Background: an optimization exercise with open tools, aiming at small area and a short achievable clock period. Do not read the settings as production practice.
At most, simulation tests tie the RTL to the original design; equivalence was not proved.

==> inputs of 01-02 <==
==> flow/design.v <==
package brf_pkg;
  localparam int STORE_DEPTH_DEF = 256;
  localparam int DATA_W          = 8;
  localparam int CNT_W           = 11;
  localparam int CNT_MAX         = (2 ** CNT_W) - 1;
  localparam logic [1:0] KIND_WRITE  = 2'd0;
  localparam logic [1:0] KIND_READ   = 2'd1;
  localparam logic [1:0] KIND_FLUSH  = 2'd2;
  localparam logic [1:0] KIND_REWIND = 2'd3;
endpackage
module brf_aoi222 (
  input  logic a0, s0, a1, s1, a2, s2,
  output logic y_n
);
  assign y_n = ~((a0 & s0) | (a1 & s1) | (a2 & s2));
endmodule
module brf_rowhit (
  input  logic [5:0] y_n,
  input  logic       row,
  output logic       hit_n
);
  assign hit_n = ~(row & ~(&y_n));
endmodule
import brf_pkg::*;
module byte_ring_fifo_with_rewind_top (
  input  logic        clk,
  input  logic        rst_n,
  input  logic        in_valid,
  output logic        in_stall,
  input  logic [21:0] in_req,
  output logic        out_valid,
  input  logic        out_stall,
  output logic [41:0] out_rsp,
  input  logic        cfg_valid,
  output logic        cfg_ready,
  input  logic [10:0] cfg_data
);
  logic [1:0]  kind;
  logic [7:0]  data_in;
  logic [10:0] rc;
  logic        last;
  assign kind    = in_req[21:20];
  assign data_in = in_req[19:12];
  assign rc      = in_req[11:1];
  assign last    = in_req[0];
  logic [8:0]  depth_r;
  logic [7:0]  rp_r, wp_r;
  logic [8:0]  held_r;
  logic [8:0]  free_r;
  logic [10:0] bc_r;
  logic        clr_r;
  logic [7:0]  clr_cnt_r;
  logic        s1_valid_r, out_valid_r;
  logic        s1_rd_r;
  logic [7:0]  s1_rhi_r;
  logic [15:0] s1_rlo_r [2];
  logic        s1_acc_r;
  logic [8:0]  s1_fill_r;
  logic [10:0] s1_val_r;
  logic        s1_rw_r;
  logic [7:0]  o_raw_r;
  logic        o_inv_r;
  logic        o_acc_r;
  logic [8:0]  o_fill_r;
  logic [10:0] o_bm_r;
  logic [8:0]  o_rew_r;
  logic        in_acc, s1_move;
  logic        is_w, is_r, is_f, is_rw;
  logic        full, empty;
  logic        w_ok, r_ok;
  logic [7:0]  rp_inc, wp_inc, rp_d;
  logic        rp_wrap, wp_wrap;
  logic        rc_big, rc_le_rp;
  logic [7:0]  rp_sub, rp_sub_d, rp_back;
  logic [8:0]  rew;
  logic [10:0] bc_inc, bc_mv;
  logic [7:0]  rp_nxt, wp_nxt;
  logic [8:0]  held_nxt, free_nxt;
  logic [10:0] bc_nxt;
  logic [8:0]  depth_cfg;
  assign cfg_ready = 1'b1;
  assign in_stall  = clr_r | (s1_valid_r & out_valid_r & out_stall);
  assign in_acc    = in_valid & ~in_stall;
  assign s1_move   = s1_valid_r & (~out_valid_r | ~out_stall);
  assign is_w  = (kind == KIND_WRITE);
  assign is_r  = (kind == KIND_READ);
  assign is_f  = (kind == KIND_FLUSH);
  assign is_rw = (kind == KIND_REWIND);
  assign full    = (free_r == 9'd0);
  assign empty   = (held_r == 9'd0);
  assign rp_wrap = ({1'b0, rp_r} == depth_r - 9'd1);
  assign wp_wrap = ({1'b0, wp_r} == depth_r - 9'd1);
  assign rp_inc  = rp_wrap ? 8'd0 : rp_r + 8'd1;
  assign wp_inc  = wp_wrap ? 8'd0 : wp_r + 8'd1;
  assign rp_d    = rp_r + depth_r[7:0];
  assign bc_inc  = (bc_r == 11'(CNT_MAX)) ? bc_r : bc_r + 11'd1;
  assign rc_big   = (rc > {2'b00, free_r});
  assign rc_le_rp = ({3'b000, rp_r} >= rc);
  assign rp_sub   = rp_r - rc[7:0];
  assign rp_sub_d = rp_d - rc[7:0];
  assign rp_back  = rc_big ? wp_r : (rc_le_rp ? rp_sub : rp_sub_d);
  assign rew      = rc_big ? free_r : rc[8:0];
  assign w_ok  = is_w & ~full;
  assign r_ok  = is_r & ~empty;
  assign bc_mv = (w_ok | r_ok) ? bc_inc : bc_r;
  always_comb begin
    rp_nxt   = rp_r;
    wp_nxt   = wp_r;
    held_nxt = held_r;
    free_nxt = free_r;
    bc_nxt   = bc_r;
    case (kind)
      KIND_WRITE: begin
        if (!full) begin
          wp_nxt   = wp_inc;
          held_nxt = held_r + 9'd1;
          free_nxt = free_r - 9'd1;
        end
        bc_nxt = last ? 11'd0 : bc_mv;
      end
      KIND_READ: begin
        if (!empty) begin
          rp_nxt   = rp_inc;
          held_nxt = held_r - 9'd1;
          free_nxt = free_r + 9'd1;
        end
        bc_nxt = last ? 11'd0 : bc_mv;
      end
      KIND_FLUSH: begin
        rp_nxt   = wp_r;
        held_nxt = 9'd0;
        free_nxt = depth_r;
      end
      default: begin
        rp_nxt   = rp_back;
        held_nxt = rc_big ? depth_r : held_r + rc[8:0];
        free_nxt = rc_big ? 9'd0 : free_r - rc[8:0];
      end
    endcase
  end
  assign depth_cfg = (cfg_data == 11'd0) ? 9'd1 :
                     (cfg_data > 11'd256) ? 9'd256 : cfg_data[8:0];
  always_ff @(posedge clk) begin
    if (!rst_n) begin
      depth_r <= 9'd256;
      rp_r    <= '0;
      wp_r    <= '0;
      held_r  <= '0;
      free_r  <= 9'd256;
      bc_r    <= '0;
    end else if (cfg_valid) begin
      depth_r <= depth_cfg;
      rp_r    <= '0;
      wp_r    <= '0;
      held_r  <= '0;
      free_r  <= depth_cfg;
      bc_r    <= '0;
    end else if (in_acc) begin
      rp_r    <= rp_nxt;
      wp_r    <= wp_nxt;
      held_r  <= held_nxt;
      free_r  <= free_nxt;
      bc_r    <= bc_nxt;
    end
  end
  always_ff @(posedge clk) begin
    if (!rst_n) begin
      clr_r     <= 1'b1;
      clr_cnt_r <= '0;
    end else if (clr_r) begin
      clr_cnt_r <= clr_cnt_r + 8'd1;
      if (clr_cnt_r == 8'd255) begin
        clr_r <= 1'b0;
      end
    end
  end
  always_ff @(posedge clk) begin
    if (!rst_n) begin
      s1_valid_r  <= 1'b0;
      out_valid_r <= 1'b0;
    end else begin
      if (in_acc) begin
        s1_valid_r <= 1'b1;
      end else if (s1_move) begin
        s1_valid_r <= 1'b0;
      end
      if (s1_move) begin
        out_valid_r <= 1'b1;
      end else if (!out_stall) begin
        out_valid_r <= 1'b0;
      end
    end
  end
  always_ff @(posedge clk) begin
    if (in_acc) begin
      s1_rd_r   <= r_ok;
      s1_rhi_r     <= rhi[7:0] | rhi[15:8];
      s1_rlo_r[0]  <= (r_ok & ~rp_r[7]) ? rlo : 16'd0;
      s1_rlo_r[1]  <= (r_ok & rp_r[7]) ? rlo : 16'd0;
      s1_acc_r  <= w_ok | r_ok | is_f | is_rw;
      s1_fill_r <= held_nxt;
      s1_val_r  <= is_rw ? {2'b00, rew} : (((is_w | is_r) & last) ? bc_mv : 11'd0);
      s1_rw_r   <= is_rw;
    end
    if (s1_move) begin
      o_raw_r  <= rd_raw;
      o_inv_r  <= ph_r & s1_rd_r;
      o_acc_r  <= s1_acc_r;
      o_fill_r <= s1_fill_r;
      o_bm_r   <= s1_rw_r ? 11'd0 : s1_val_r;
      o_rew_r  <= s1_rw_r ? s1_val_r[8:0] : 9'd0;
    end
  end
  assign out_valid = out_valid_r;
  assign out_rsp   = {o_raw_r ^ {8{o_inv_r}}, o_acc_r, 2'b00, o_fill_r, o_bm_r,
                      2'b00, o_rew_r};
  logic [7:0]   mem [256];
  logic         ph_r;
  logic         st_we;
  logic [7:0]   st_wa, st_wd;
  assign st_we = clr_r | (in_acc & w_ok);
  assign st_wa = clr_r ? clr_cnt_r : wp_r;
  assign st_wd = clr_r ? 8'd0 : data_in;
  logic [2:0]   pend_r;
  logic [7:0]   w1_z_r;
  always_ff @(posedge clk) begin
    if (!rst_n) ph_r <= 1'b0;
    else        ph_r <= ~ph_r;
  end
  logic [2:0]   new_g;
  logic [6:0]   gaddr_r [1:2];
  logic [7:0]   z [3];
  logic [7:0]   wp_d, cnt_d, wa_d;
  logic         clr_d;
  assign wp_d  = !rst_n ? 8'd0 : cfg_valid ? 8'd0 : in_acc ? wp_nxt : wp_r;
  assign clr_d = !rst_n | (clr_r & (clr_cnt_r != 8'd255));
  assign cnt_d = !rst_n ? 8'd0 : clr_r ? clr_cnt_r + 8'd1 : clr_cnt_r;
  assign wa_d  = clr_d ? cnt_d : wp_d;
  function automatic logic [1:0] grp(input logic [7:0] a);
    grp = a[0] ? 2'd2 : ((a[7:1] == 7'd0) ? 2'd0 : 2'd1);
  endfunction
  always_comb begin
    for (int g = 0; g < 3; g++) begin
      new_g[g]  = st_we & (grp(st_wa) == 2'(g));
      z[g]      = ({8{new_g[g]}} & (st_wd ^ {8{ph_r}}))
                | ({8{pend_r[g]}} & w1_z_r);
    end
  end
  always_ff @(posedge clk) begin
    pend_r    <= new_g;
    w1_z_r    <= ~(st_wd ^ {8{ph_r}});
    for (int g = 1; g < 3; g++) begin
      gaddr_r[g] <= new_g[g] ? st_wa[7:1] : wa_d[7:1];
    end
  end
  logic [255:0] wsel;
  always_comb begin
    for (int i = 0; i < 256; i++) begin
      if (i == 0)          wsel[i] = 1'b1;
      else if (i % 2 == 0) wsel[i] = (gaddr_r[1] == 7'(i / 2));
      else                 wsel[i] = (gaddr_r[2] == 7'(i / 2));
    end
  end
  for (genvar i = 0; i < 256; i++) begin : g_ent
    localparam int G = (i == 0) ? 0 : ((i % 2 == 0) ? 1 : 2);
    always_ff @(posedge clk) begin
      mem[i] <= ~(mem[i] | ({8{wsel[i]}} & z[G]));
    end
  end
  logic [7:0]   rd_raw;
  logic [15:0]  rhi, rlo;
  logic [15:0]  hit_n [8];
  always_comb begin
    for (int i = 0; i < 16; i++) begin
      rhi[i] = (rp_r[7:4] == 4'(i));
      rlo[i] = (rp_r[3:0] == 4'(i));
    end
  end
  for (genvar b = 0; b < 8; b++) begin : g_bit
    for (genvar r = 0; r < 16; r++) begin : g_row
      logic [5:0] y_n;
      for (genvar k = 0; k < 5; k++) begin : g_grp
        brf_aoi222 u_aoi (
          .a0 (mem[16*r+3*k][b]),   .s0 (s1_rlo_r[r/8][3*k]),
          .a1 (mem[16*r+3*k+1][b]), .s1 (s1_rlo_r[r/8][3*k+1]),
          .a2 (mem[16*r+3*k+2][b]), .s2 (s1_rlo_r[r/8][3*k+2]),
          .y_n (y_n[k])
        );
      end
      assign y_n[5] = ~(mem[16*r+15][b] & s1_rlo_r[r/8][15]);
      brf_rowhit u_hit (.y_n(y_n), .row(s1_rhi_r[r%8]), .hit_n(hit_n[b][r]));
    end
    assign rd_raw[b] = ~(&hit_n[b]);
  end
endmodule
==> flow/flow/run.sh <==
#!/bin/bash
# Layout flow: the standard layout (standard.sh, ORFS from synthesis to
# the final layout), with the port buffers that ORFS inserts before global
# placement made plain buffers (buf_2) instead of the cell ORFS picks by
# default (a delay buffer). Everything else is the standard flow.
# make's full output goes to flow_make.log in the work folder.
set -euo pipefail
bash standard.sh "BUFFER_PORTS_ARGS=-buffer_cell sky130_fd_sc_hd__buf_2" finish > flow_make.log 2>&1
==> flow/standard.sh <==
#!/bin/bash
# synth_recipe.tcl (not shown) runs the flow's synth.tcl, then flattens the netlist and writes it again
# the make line also repeats each setting of config.mk as NAME=value (left out here)
make -C /OpenROAD-flow-scripts/flow DESIGN_CONFIG=/design/flow/config.mk WORK_HOME=/design/flow/orfs CLKGATE_MAP_FILE= SYNTH_SCRIPT=/design/flow/synth_recipe.tcl "${@:-finish}"
==> flow/config.mk <==
export PLATFORM = sky130hd
export DESIGN_NAME = byte_ring_fifo_with_rewind_top
export DESIGN_NICKNAME = byte_ring_fifo_with_rewind_top
export VERILOG_FILES = /design/flow/design.v
export SDC_FILE = /design/flow/constraint.sdc
export NUM_CORES = 4
export LEC_CHECK = 0
export ABC_CLOCK_PERIOD_IN_PS = 3000
export CAP_MARGIN = 20
export CORE_MARGIN = 2
export CORE_UTILIZATION = 50
export CTS_BUF_LIST = sky130_fd_sc_hd__clkbuf_8
export CTS_CLUSTER_DIAMETER = 50
export CTS_CLUSTER_SIZE = 16
export SETUP_SLACK_MARGIN = 3.2
export SLEW_MARGIN = 20
export SYNTH_HIERARCHICAL = 1
==> flow/constraint.sdc <==
create_clock -name core_clock -period 6.3 [get_ports {clk}]
set_input_delay 1.2600 -clock core_clock [delete_from_list [all_inputs] [get_ports {clk}]]
set_output_delay 1.2600 -clock core_clock [all_outputs]
set_load 0.01 [all_outputs]
==> 12-06 (differences from 01-02) <==
--- a/flow/design.v
+++ b/flow/design.v
@@ -54,4 +54,3 @@
   logic        s1_rd_r;
-  logic [7:0]  s1_rhi_r;
-  logic [15:0] s1_rlo_r [2];
+  logic [15:0] s1_rhi_r, s1_rlo_r;
   logic        s1_acc_r;
@@ -60,4 +59,3 @@
   logic        s1_rw_r;
-  logic [7:0]  o_raw_r;
-  logic        o_inv_r;
+  logic [7:0]  o_data_r;
   logic        o_acc_r;
@@ -196,5 +194,4 @@
       s1_rd_r   <= r_ok;
-      s1_rhi_r     <= rhi[7:0] | rhi[15:8];
-      s1_rlo_r[0]  <= (r_ok & ~rp_r[7]) ? rlo : 16'd0;
-      s1_rlo_r[1]  <= (r_ok & rp_r[7]) ? rlo : 16'd0;
+      s1_rhi_r  <= r_ok ? rhi : 16'd0;
+      s1_rlo_r  <= rlo;
       s1_acc_r  <= w_ok | r_ok | is_f | is_rw;
@@ -205,4 +202,3 @@
     if (s1_move) begin
-      o_raw_r  <= rd_raw;
-      o_inv_r  <= ph_r & s1_rd_r;
+      o_data_r <= rd_raw ^ {8{ph_r & s1_rd_r}};
       o_acc_r  <= s1_acc_r;
@@ -214,4 +210,3 @@
   assign out_valid = out_valid_r;
-  assign out_rsp   = {o_raw_r ^ {8{o_inv_r}}, o_acc_r, 2'b00, o_fill_r, o_bm_r,
-                      2'b00, o_rew_r};
+  assign out_rsp   = {o_data_r, o_acc_r, 2'b00, o_fill_r, o_bm_r, 2'b00, o_rew_r};
   logic [7:0]   mem [256];
@@ -224,2 +219,3 @@
   logic [2:0]   pend_r;
+  logic [7:0]   w1_addr_r;
   logic [7:0]   w1_z_r;
@@ -230,10 +226,4 @@
   logic [2:0]   new_g;
-  logic [6:0]   gaddr_r [1:2];
+  logic [6:0]   gaddr [3];
   logic [7:0]   z [3];
-  logic [7:0]   wp_d, cnt_d, wa_d;
-  logic         clr_d;
-  assign wp_d  = !rst_n ? 8'd0 : cfg_valid ? 8'd0 : in_acc ? wp_nxt : wp_r;
-  assign clr_d = !rst_n | (clr_r & (clr_cnt_r != 8'd255));
-  assign cnt_d = !rst_n ? 8'd0 : clr_r ? clr_cnt_r + 8'd1 : clr_cnt_r;
-  assign wa_d  = clr_d ? cnt_d : wp_d;
   function automatic logic [1:0] grp(input logic [7:0] a);
@@ -244,2 +234,3 @@
       new_g[g]  = st_we & (grp(st_wa) == 2'(g));
+      gaddr[g]  = pend_r[g] ? w1_addr_r[7:1] : st_wa[7:1];
       z[g]      = ({8{new_g[g]}} & (st_wd ^ {8{ph_r}}))
@@ -250,6 +241,4 @@
     pend_r    <= new_g;
+    w1_addr_r <= st_wa;
     w1_z_r    <= ~(st_wd ^ {8{ph_r}});
-    for (int g = 1; g < 3; g++) begin
-      gaddr_r[g] <= new_g[g] ? st_wa[7:1] : wa_d[7:1];
-    end
   end
@@ -259,4 +248,4 @@
       if (i == 0)          wsel[i] = 1'b1;
-      else if (i % 2 == 0) wsel[i] = (gaddr_r[1] == 7'(i / 2));
-      else                 wsel[i] = (gaddr_r[2] == 7'(i / 2));
+      else if (i % 2 == 0) wsel[i] = (gaddr[1] == 7'(i / 2));
+      else                 wsel[i] = (gaddr[2] == 7'(i / 2));
     end
@@ -283,5 +272,5 @@
         brf_aoi222 u_aoi (
-          .a0 (mem[16*r+3*k][b]),   .s0 (s1_rlo_r[r/8][3*k]),
-          .a1 (mem[16*r+3*k+1][b]), .s1 (s1_rlo_r[r/8][3*k+1]),
-          .a2 (mem[16*r+3*k+2][b]), .s2 (s1_rlo_r[r/8][3*k+2]),
+          .a0 (mem[16*r+3*k][b]),   .s0 (s1_rlo_r[3*k]),
+          .a1 (mem[16*r+3*k+1][b]), .s1 (s1_rlo_r[3*k+1]),
+          .a2 (mem[16*r+3*k+2][b]), .s2 (s1_rlo_r[3*k+2]),
           .y_n (y_n[k])
@@ -289,4 +278,4 @@
       end
-      assign y_n[5] = ~(mem[16*r+15][b] & s1_rlo_r[r/8][15]);
-      brf_rowhit u_hit (.y_n(y_n), .row(s1_rhi_r[r%8]), .hit_n(hit_n[b][r]));
+      assign y_n[5] = ~(mem[16*r+15][b] & s1_rlo_r[15]);
+      brf_rowhit u_hit (.y_n(y_n), .row(s1_rhi_r[r]), .hit_n(hit_n[b][r]));
     end
==> flow/run.sh (new file) <==
#!/bin/bash
# synth_recipe.tcl (not shown) runs the flow's synth.tcl, then flattens the netlist and writes it again
# the make line also repeats each setting of config.mk as NAME=value (left out here)
make -C /OpenROAD-flow-scripts/flow DESIGN_CONFIG=/design/flow/config.mk WORK_HOME=/design/flow/orfs CLKGATE_MAP_FILE= SYNTH_SCRIPT=/design/flow/synth_recipe.tcl finish
Settings changed: SETUP_SLACK_MARGIN 3.2 to 2.6.
removed: flow/flow/run.sh
removed: flow/standard.sh
==> flow_summary.toml <==
[logic_synthesis]
synth-simple-area-share_pct = 7.38

[layout]
postLayoutCoreUtil_pct = 55.6

[timing]
max_freq_mhz = 304

[status]
status = "timing/DRC/antenna clean"

[critical_path]
crit_type = "reg2out"

[die]
tap_cells = 1944

[routing]
highest_layer = "met5"
That was 01-02.
==> flow_summary.toml <==
[layout]
postLayoutCoreUtil_pct = 55.9

[routing]
highest_layer = "met4"

[status]
status = "timing/DRC/antenna clean"

[timing]
max_freq_mhz = 254

[die]
tap_cells = 1930
That was 12-06.
Only the layout flow was run in 12-06; the RTL was not checked for function there.

afterwards: timing with drivers on the ports:
Ports are ideal in the flow. The routed layouts listed here were re-timed in OpenROAD.
Step 1 assumes that a clkbuf_16 drives the clock port and a buf_2 every other input.
Step 2 times the ports against the registers' clock, not the clock port: input delays grow and output delays shrink by t, the midpoint of the rising clock arrivals with the driver on.
Three values: ideal ports, drivers, drivers and shift; two values: the first two.
| run | t (ns) | slack for setup (ns) | slew at the worst register clock pin (ns) |
|---|---|---|---|
| 01-02 | 1.033 | 3.014 / 2.933 / 2.247 | 0.11 / 0.11 |
| 12-06 | 1.016 | 2.359 / 2.333 / 1.684 | 0.11 / 0.11 |
After both steps setup and hold are still met in every run listed. For 01-02, which loses most, drivers alone change the setup slack by -0.081 ns; drivers and shift together by -0.767 ns.
